Context: an optimization exercise on an open-source flow, tuned for small area. The choices shown serve that exercise and are no tape-out recipe.
In this exercise RTL edits were held to simulation tests only and were not proved equivalent to the original.

==> run a: inputs <==
// hsv_to_rgb_converter_unit
module hsv_to_rgb_converter_unit (
  input  wire logic                                 clk,
  input  wire logic                                 rst,
  input  wire logic                                 in_valid,
  output logic                                      in_stall,
  input  wire logic [hsv2rgb_pkg::HUE_BITS-1:0]     hue,
  input  wire logic [hsv2rgb_pkg::CHAN_BITS-1:0]    saturation,
  input  wire logic [hsv2rgb_pkg::CHAN_BITS-1:0]    value,
  output logic                                      out_valid,
  input  wire logic                                 out_stall,
  output logic [hsv2rgb_pkg::CHAN_BITS-1:0]         red,
  output logic [hsv2rgb_pkg::CHAN_BITS-1:0]         green,
  output logic [hsv2rgb_pkg::CHAN_BITS-1:0]         blue,
  output logic [3*hsv2rgb_pkg::CHAN_BITS-1:0]       packed_color
);
make LEC_CHECK=0 ABC_AREA=1 CAP_MARGIN=20 CORE_MARGIN=2 CORE_UTILIZATION=40 SLEW_MARGIN=20 finish   # period 7.5 ns
run.sh (not shown) runs the stock make flow with config.mk's settings and CLKGATE_MAP_FILE= SYNTH_SCRIPT=/design/flow/synth_recipe.tcl, a recipe that flattens the netlist after the stock synthesis.
==> run b: changes against run a <==
==> flow/flow/run.sh (new file) <==
#!/bin/bash
# Layout flow: the standard flow with two changes to synthesis and one
# to placement.
#  - Synthesis: Yosys's synth runs without its quick ABC pass (-noabc), so
#    the full adders written in the RTL reach extract_fa without inverted
#    polarities, and the final ABC mapping uses flow/area.abc (area-oriented
#    mapping). Registers, their names and cell types are unchanged.
#  - Ports are buffered with sky130_fd_sc_hd__buf_1.
# Each tool's output goes to the ORFS logs under orfs/logs; make's output to
# standard.log.
set -euo pipefail
WORK=$PWD
FLOW=$WORK/flow
{
  echo 'proc synth {args} { yosys synth -nofsm -noshare -noabc {*}$args }'
  echo 'proc abc {args} {'
  echo '  set i [lsearch $args -script]'
  echo "  if { \$i >= 0 } { set args [lreplace \$args \$i [expr {\$i + 1}] -script $FLOW/area.abc] }"
  echo '  yosys abc {*}$args'
  echo '}'
  tail -n +2 synth_recipe.tcl
} > my_synth.tcl
bash standard.sh SYNTH_SCRIPT=$WORK/my_synth.tcl \
  "BUFFER_PORTS_ARGS=-buffer_cell sky130_fd_sc_hd__buf_1" finish > standard.log 2>&1
==> flow/flow/area.abc (new file) <==
strash
dch -f
amap
topo
==> flow/standard.sh (new file) <==
#!/bin/bash
# synth_recipe.tcl (not shown) runs the flow's synth.tcl, then flattens the netlist and writes it again
# the make line also repeats each setting of config.mk as NAME=value (left out here)
make -C /OpenROAD-flow-scripts/flow DESIGN_CONFIG=/design/flow/config.mk WORK_HOME=/design/flow/orfs CLKGATE_MAP_FILE= SYNTH_SCRIPT=/design/flow/synth_recipe.tcl "${@:-finish}"
CORE_UTILIZATION = 65   (was 40)
removed: flow/run.sh
==> run notes <==
Against run a, the count of clock-buffer cells in the layout of run b is higher by 2.
Between run a and run b, the lower worst hold slack is in run a (gap 0.0028 ns).
Against run a, the clock skew of run b is lower by 0.0048 ns.
Against run b, the maximum frequency of run a is lower by about 0.45%.
Of run a and run b, run b has the higher utilization (gap 26 points).
Of run a and run b, run a has the higher synthesized cell count (gap about 24%, measured against run b).
Against run a, the register-to-register slack of run b is better by 0.03 ns.
Global-route usage: run b is higher than run a (11 points).
==> figures <==
metric                                                           run b        run a
Result of the run                     no timing/DRC/antenna violations  no timing/DRC/antenna violations
Top cell type's share of synthesized area                        26.0%        23.3%
Non-clock inverter count                                           143          359
Buffer count excluding the clock tree in the final layout          101           98
Time the worst path needs with I/O delays and setup            7.12 ns      7.16 ns
Worst Hold Launch                                           sect_q1[1]     valid_q1
M2 GR Usage                                                      48.5%        30.1%
Tapcell Cnt                                                        216          384
Met2 wirelength from detailed routing                          11.1 mm      12.2 mm
Worst Clk Skew                                              0.00473 ns   0.00951 ns
PostCTS Resize Cnt                                                   4            1
Worst reg2reg setup slack                                      0.38 ns      0.34 ns
Compound-Gate Fraction of Synth Area                             13.8%        6.21%
Wire length of the first global-routing pass                   36.7 mm      42.5 mm
Post-detailed-placement cell area                          0.0109 mm^2  0.0127 mm^2
Worst hold-check slack                                        0.460 ns     0.457 ns

========
==> inputs of job 2533 <==
Another version of the RTL of hsv_to_rgb_converter_unit (not shown whole).
==> flow/design.v (excerpt) <==
module hsv_to_rgb_converter_unit (
  input  wire logic                                 clk,
  input  wire logic                                 rst,
  input  wire logic                                 in_valid,
  output logic                                      in_stall,
  input  wire logic [hsv2rgb_pkg::HUE_BITS-1:0]     hue,
  input  wire logic [hsv2rgb_pkg::CHAN_BITS-1:0]    saturation,
  input  wire logic [hsv2rgb_pkg::CHAN_BITS-1:0]    value,
  output logic                                      out_valid,
  input  wire logic                                 out_stall,
  output logic [hsv2rgb_pkg::CHAN_BITS-1:0]         red,
  output logic [hsv2rgb_pkg::CHAN_BITS-1:0]         green,
  output logic [hsv2rgb_pkg::CHAN_BITS-1:0]         blue,
  output logic [3*hsv2rgb_pkg::CHAN_BITS-1:0]       packed_color
);
Settings: LEC_CHECK=0, ABC_AREA=1, CAP_MARGIN=20, CORE_MARGIN=2, CORE_UTILIZATION=75, CTS_BUF_LIST=sky130_fd_sc_hd__clkbuf_2 sky130_fd_sc_hd__clkbuf_4 sky130_fd_sc_hd__clkbuf_8, SLEW_MARGIN=20; clock period 7.5 ns.
standard.sh (not shown) runs the stock make flow with config.mk's settings and CLKGATE_MAP_FILE= SYNTH_SCRIPT=/design/flow/synth_recipe.tcl, a recipe that flattens the netlist after the stock synthesis.
==> flow/flow/run.sh <==
#!/bin/bash
# Layout flow: the standard flow with two changes to synthesis and one
# to placement.
#  - Synthesis: Yosys's synth runs without its quick ABC pass (-noabc), so
#    the full adders written in the RTL reach extract_fa without inverted
#    polarities, and the final ABC mapping uses flow/area.abc (area-oriented
#    mapping). Registers, their names and cell types are unchanged.
#  - Ports are buffered with sky130_fd_sc_hd__buf_1, and the buffers that
#    synthesis puts between outputs sharing a net are buf_1 too.
# Each tool's output goes to the ORFS logs under orfs/logs; make's output to
# standard.log.
set -euo pipefail
WORK=$PWD
FLOW=$WORK/flow
{
  echo 'proc synth {args} { yosys synth -nofsm -noshare -noabc {*}$args }'
  echo 'proc abc {args} {'
  echo '  set i [lsearch $args -script]'
  echo "  if { \$i >= 0 } { set args [lreplace \$args \$i [expr {\$i + 1}] -script $FLOW/area.abc] }"
  echo '  yosys abc {*}$args'
  echo '}'
  tail -n +2 synth_recipe.tcl
} > my_synth.tcl
bash standard.sh SYNTH_SCRIPT=$WORK/my_synth.tcl \
  "BUFFER_PORTS_ARGS=-buffer_cell sky130_fd_sc_hd__buf_1" \
  "MIN_BUF_CELL_AND_PORTS=sky130_fd_sc_hd__buf_1 A X" finish > standard.log 2>&1
==> flow/flow/area.abc <==
strash
dch -f
amap
topo
==> inputs of job 7780, as changes to job 2533 <==
- CORE_UTILIZATION: 75 -> 80
==> notes <==
- Job 2533 produced a clean layout. Job 7780 never finished: it broke off in global routing on GRT-0232.
- Synthesized area is the same in job 7780 and job 2533.
- In synthesized cell count, job 7780 and job 2533 do not differ.
==> figures <==
                                                             job 2533        job 7780
Buffers inserted by post-CTS timing repair                          2               4
Cell total after placement                                       1134            1130
Resize count post-CTS                                               3              17
Run status                                             finished clean  did not finish
Failing step                                                        -  global routing
Num rows                                                           38              37
Routability congestion estimate from global placement           0.971            1.00
Minimum setup slack after placement                         -0.191 ns       -0.199 ns
Overall die height                                             110 µm          107 µm
Effective utilization at floorplan                              77.4%           82.3%
Placement Cell Area                                          9090 µm²        9080 µm²

[what the ideal ports hide]
No port has a modelled driver above. Below, the same layouts with a new extraction and two added sets of constraints.
Step 1: set_driving_cell puts a clkbuf_16 on clk and a buf_2 on each other input, an assumption about the parent block.
Step 2 also shifts input and output timing later by t, the mid clock arrival at the registers, as if the neighbouring blocks saw the same clock.
Slacks: no drivers / after step 1 / after step 2; pairs: no drivers / after step 1.
run	t, ns	slack for setup (ns)	worst setup path after step 2	worst slew at a driven data input, ns	cell pins on the clock port's net
run a	0.391	0.344 / 0.344 / 0.344	register to register	0.03	1
run b	0.393	0.376 / 0.376 / 0.376	register to register	0.03	1
job 2533	0.393	0.293 / 0.293 / 0.065	input to register	0.04	1
After both steps setup and hold are still met in every run listed. The setup slack of job 2533, which loses most, moves by 0.000 ns with the drivers and by -0.228 ns with both steps.
